What follows belongs to an exercise in optimizing a design on an open flow for small area; a production flow would make more cautious choices.
The RTL was checked by simulation tests, not by an equivalence proof against the original design. The clock port is modelled as an ideal driver; clocking choices that lean on that would not hold on a real chip.

Setup of main:
==> flow/design.v <==
module bp_oai22 (
  input  logic a1, a2, b1, b2,
  output logic y
);
  assign y = ~((a1 | a2) & (b1 | b2));
endmodule
module bp_aoi222 (
  input  logic a1, a2, b1, b2, c1, c2,
  output logic y
);
  assign y = ~((a1 & a2) | (b1 & b2) | (c1 & c2));
endmodule
module bp_rd16 (
  input  logic [15:0] sel,
  input  logic [15:0] d,
  output logic        y
);
  logic [5:0] t;
  for (genvar g = 0; g < 5; g++) begin : g_aoi
    bp_aoi222 u_aoi (
      .a1(sel[3*g]),   .a2(d[3*g]),
      .b1(sel[3*g+1]), .b2(d[3*g+1]),
      .c1(sel[3*g+2]), .c2(d[3*g+2]),
      .y(t[g])
    );
  end
  assign t[5] = ~(sel[15] & d[15]);
  assign y = ~&t;
endmodule
module bp_dec16 (
  input  logic [3:0]  a,
  output logic [15:0] y
);
  for (genvar i = 0; i < 16; i++) begin : g_y
    assign y[i] = (a == 4'(i));
  end
endmodule
module bp_eq26 (
  input  logic [25:0] a,
  input  logic [25:0] b,
  output logic        eq
);
  assign eq = ~|(a ^ b);
endmodule
module branch_predictor (
  input  logic        clk,
  input  logic        reset,
  input  logic [31:0] pc,
  output logic        pred_taken,
  output logic [31:0] pred_pc,
  input  logic        upd_en,
  input  logic [31:0] upd_pc,
  input  logic        upd_taken,
  input  logic [31:0] upd_target,
  input  logic        upd_mispredict,
  output logic [31:0] hit_cnt,
  output logic [31:0] mispred_cnt
);
  localparam int DEPTH = 16;
  localparam int EW = 59;
  logic [DEPTH-1:0] r_valid;
  logic [DEPTH-1:0] r_tk;       
  logic [EW-1:0]    r_ent   [DEPTH];
  logic [EW-1:0]    w_ent_d [DEPTH];
  logic             r_ph;
  logic [31:0] r_hit_cnt;
  logic [31:0] r_mispred_cnt;
  logic [DEPTH-1:0] w_rsel, w_usel;
  logic             w_rtk, w_uvalid, w_utk;
  logic [EW-1:0]    w_rent, w_uent;
  logic             w_req, w_ueq, w_uhit;
  logic [1:0]       w_ucnt, w_ucnt_next;
  logic [EW-1:0]    w_wdata;
  logic [25:0]      w_rtag_x;
  assign hit_cnt     = r_hit_cnt;
  assign mispred_cnt = r_mispred_cnt;
  bp_dec16 u_rdec (.a(pc[5:2]),     .y(w_rsel));
  bp_dec16 u_udec (.a(upd_pc[5:2]), .y(w_usel));
  logic [DEPTH-1:0] w_col [EW];
  for (genvar b = 0; b < EW; b++) begin : g_col
    for (genvar i = 0; i < DEPTH; i++) begin : g_row
      assign w_col[b][i] = r_ent[i][b];
    end
    if (b < 58) begin : g_rd
      bp_rd16 u_rd (.sel(w_rsel), .d(w_col[b]), .y(w_rent[b]));
    end else begin : g_nord
      assign w_rent[b] = 1'b0;
    end
    if (b < 26 || b == 58) begin : g_ud
      bp_rd16 u_ud (.sel(w_usel), .d(w_col[b]), .y(w_uent[b]));
    end else begin : g_noud
      assign w_uent[b] = 1'b0;
    end
  end
  bp_rd16 u_rd_tk (.sel(w_rsel), .d(r_tk),    .y(w_rtk));
  bp_rd16 u_ud_tk (.sel(w_usel), .d(r_tk),    .y(w_utk));
  bp_rd16 u_ud_v  (.sel(w_usel), .d(r_valid), .y(w_uvalid));
  assign w_wdata = {w_ucnt_next[0], upd_target, upd_pc[31:6]} ^ {EW{r_ph}};
  assign w_rtag_x = pc[31:6] ^ {26{r_ph}};
  bp_eq26 u_req (.a(w_rent[25:0]), .b(w_rtag_x),     .eq(w_req));
  bp_eq26 u_ueq (.a(w_uent[25:0]), .b(w_wdata[25:0]), .eq(w_ueq));
  assign w_uhit     = w_uvalid & w_ueq;
  assign w_ucnt     = {w_utk, w_uent[58] ^ r_ph};
  assign pred_taken = w_rtk & w_req;
  assign pred_pc    = pred_taken ? w_rent[57:26] ^ {32{r_ph}}
                                 : {pc[31:2] + 30'd1, pc[1:0]};
  always_comb begin
    if (!w_uhit)        w_ucnt_next = 2'd2;
    else if (upd_taken) w_ucnt_next = (w_ucnt == 2'd3) ? 2'd3 : w_ucnt + 2'd1;
    else                w_ucnt_next = (w_ucnt == 2'd0) ? 2'd0 : w_ucnt - 2'd1;
  end
  wire w_upd   = upd_en & ~reset;
  wire w_alloc = w_upd & upd_taken;
  wire w_cwr   = w_upd & (upd_taken | w_uhit);
  for (genvar i = 0; i < DEPTH; i++) begin : g_wr
    wire we  = w_alloc & w_usel[i];
    wire cwe = w_cwr & w_usel[i];
    for (genvar b = 0; b < EW; b++) begin : g_bit
      if (b < 58) begin : g_tt
        bp_oai22 u_hold (.a1(~we), .a2(w_wdata[b]), .b1(we), .b2(r_ent[i][b]),
                         .y(w_ent_d[i][b]));
      end else begin : g_cn
        bp_oai22 u_hold (.a1(~cwe), .a2(w_wdata[b]), .b1(cwe), .b2(r_ent[i][b]),
                         .y(w_ent_d[i][b]));
      end
    end
  end
  always_ff @(posedge clk) begin
    r_ph <= ~r_ph & ~reset;
    for (int i = 0; i < DEPTH; i++) begin
      r_ent[i] <= w_ent_d[i];
      if (reset) begin
        r_valid[i] <= 1'b0;
        r_tk[i]    <= 1'b0;
      end else begin
        if (w_alloc & w_usel[i]) r_valid[i] <= 1'b1;
        if (w_cwr & w_usel[i])   r_tk[i]    <= w_ucnt_next[1];
      end
    end
  end
  always_ff @(posedge clk) begin
    if (reset) begin
      r_hit_cnt     <= '0;
      r_mispred_cnt <= '0;
    end else if (upd_en) begin
      if (w_uhit)         r_hit_cnt     <= r_hit_cnt + 32'd1;
      if (upd_mispredict) r_mispred_cnt <= r_mispred_cnt + 32'd1;
    end
  end
endmodule
Settings: LEC_CHECK=0, CAP_MARGIN=20, CORE_MARGIN=2, CORE_UTILIZATION=40, SETUP_SLACK_MARGIN=0.2, SLEW_MARGIN=20, SYNTH_HIERARCHICAL=1; clock period 7.0 ns.
standard.sh (not shown) runs the stock make flow with config.mk's settings and CLKGATE_MAP_FILE= SYNTH_SCRIPT=/design/flow/synth_recipe.tcl, a recipe that flattens the netlist after the stock synthesis.
==> flow/flow/run.sh <==
#!/bin/bash
set -euo pipefail
cd "$(dirname "$0")/.."
export BUFFER_PORTS_ARGS="-buffer_cell sky130_fd_sc_hd__buf_1"
export CTS_ARGS="-sink_clustering_enable -repair_clock_nets -sink_clustering_size 30 -sink_clustering_max_diameter 100 -dont_use_dummy_load"
bash standard.sh > standard_flow.log 2>&1
main closes out successfully: all stages finished, all timing, DRC and antenna checks passed.
## Diff of input files: the feature branch against main
- CTS_CLUSTER_DIAMETER now 80, previously not set
- CTS_CLUSTER_SIZE now 30, previously not set
==> flow/run.sh (new file) <==
#!/bin/bash
# synth_recipe.tcl (not shown) runs the flow's synth.tcl, then flattens the netlist and writes it again
# the make line also repeats each setting of config.mk as NAME=value (left out here)
make -C /OpenROAD-flow-scripts/flow DESIGN_CONFIG=/design/flow/config.mk WORK_HOME=/design/flow/orfs CLKGATE_MAP_FILE= SYNTH_SCRIPT=/design/flow/synth_recipe.tcl finish
removed: flow/flow/run.sh
removed: flow/standard.sh
--- outcome ---
- [the feature branch vs main] met2 usage in global routing: higher in the feature branch
- When the feature branch is set beside main, its weighted congestion at the end of routability-driven global placement turns out to be about 0.6% larger.
- Comparing main and the feature branch, first-iteration DRC count is lower on the feature branch.

[re-timing with driven ports]
No port has a modelled driver above. Below, the same layouts with a new extraction and two added sets of constraints.
Step 1, drivers: a clkbuf_16 drives clk and a buf_2 each remaining input, both assumed.
Step 2 also shifts input and output timing later by t, the mid clock arrival at the registers, as if the neighbouring blocks saw the same clock.
a / b / c = no drivers / after step 1 / after step 2; a / b = the first two.
run | t (ns) | setup WS [ns] | hold slack, ns | latest minus earliest clock arrival (ns) | slew at the worst register clock pin (ns)
main | 0.689 | 0.344 / 0.322 / 0.054 | 0.451 / 0.451 / 0.451 | 0.053 / 0.052 | 0.12 / 0.12
the feature branch | 0.742 | 0.235 / 0.210 / 0.133 | 0.451 / 0.451 / 0.451 | 0.053 / 0.053 | 0.12 / 0.12
After both steps every run listed still meets setup and hold. For main, which loses most, drivers alone change the setup slack by -0.022 ns; drivers and shift together by -0.290 ns.
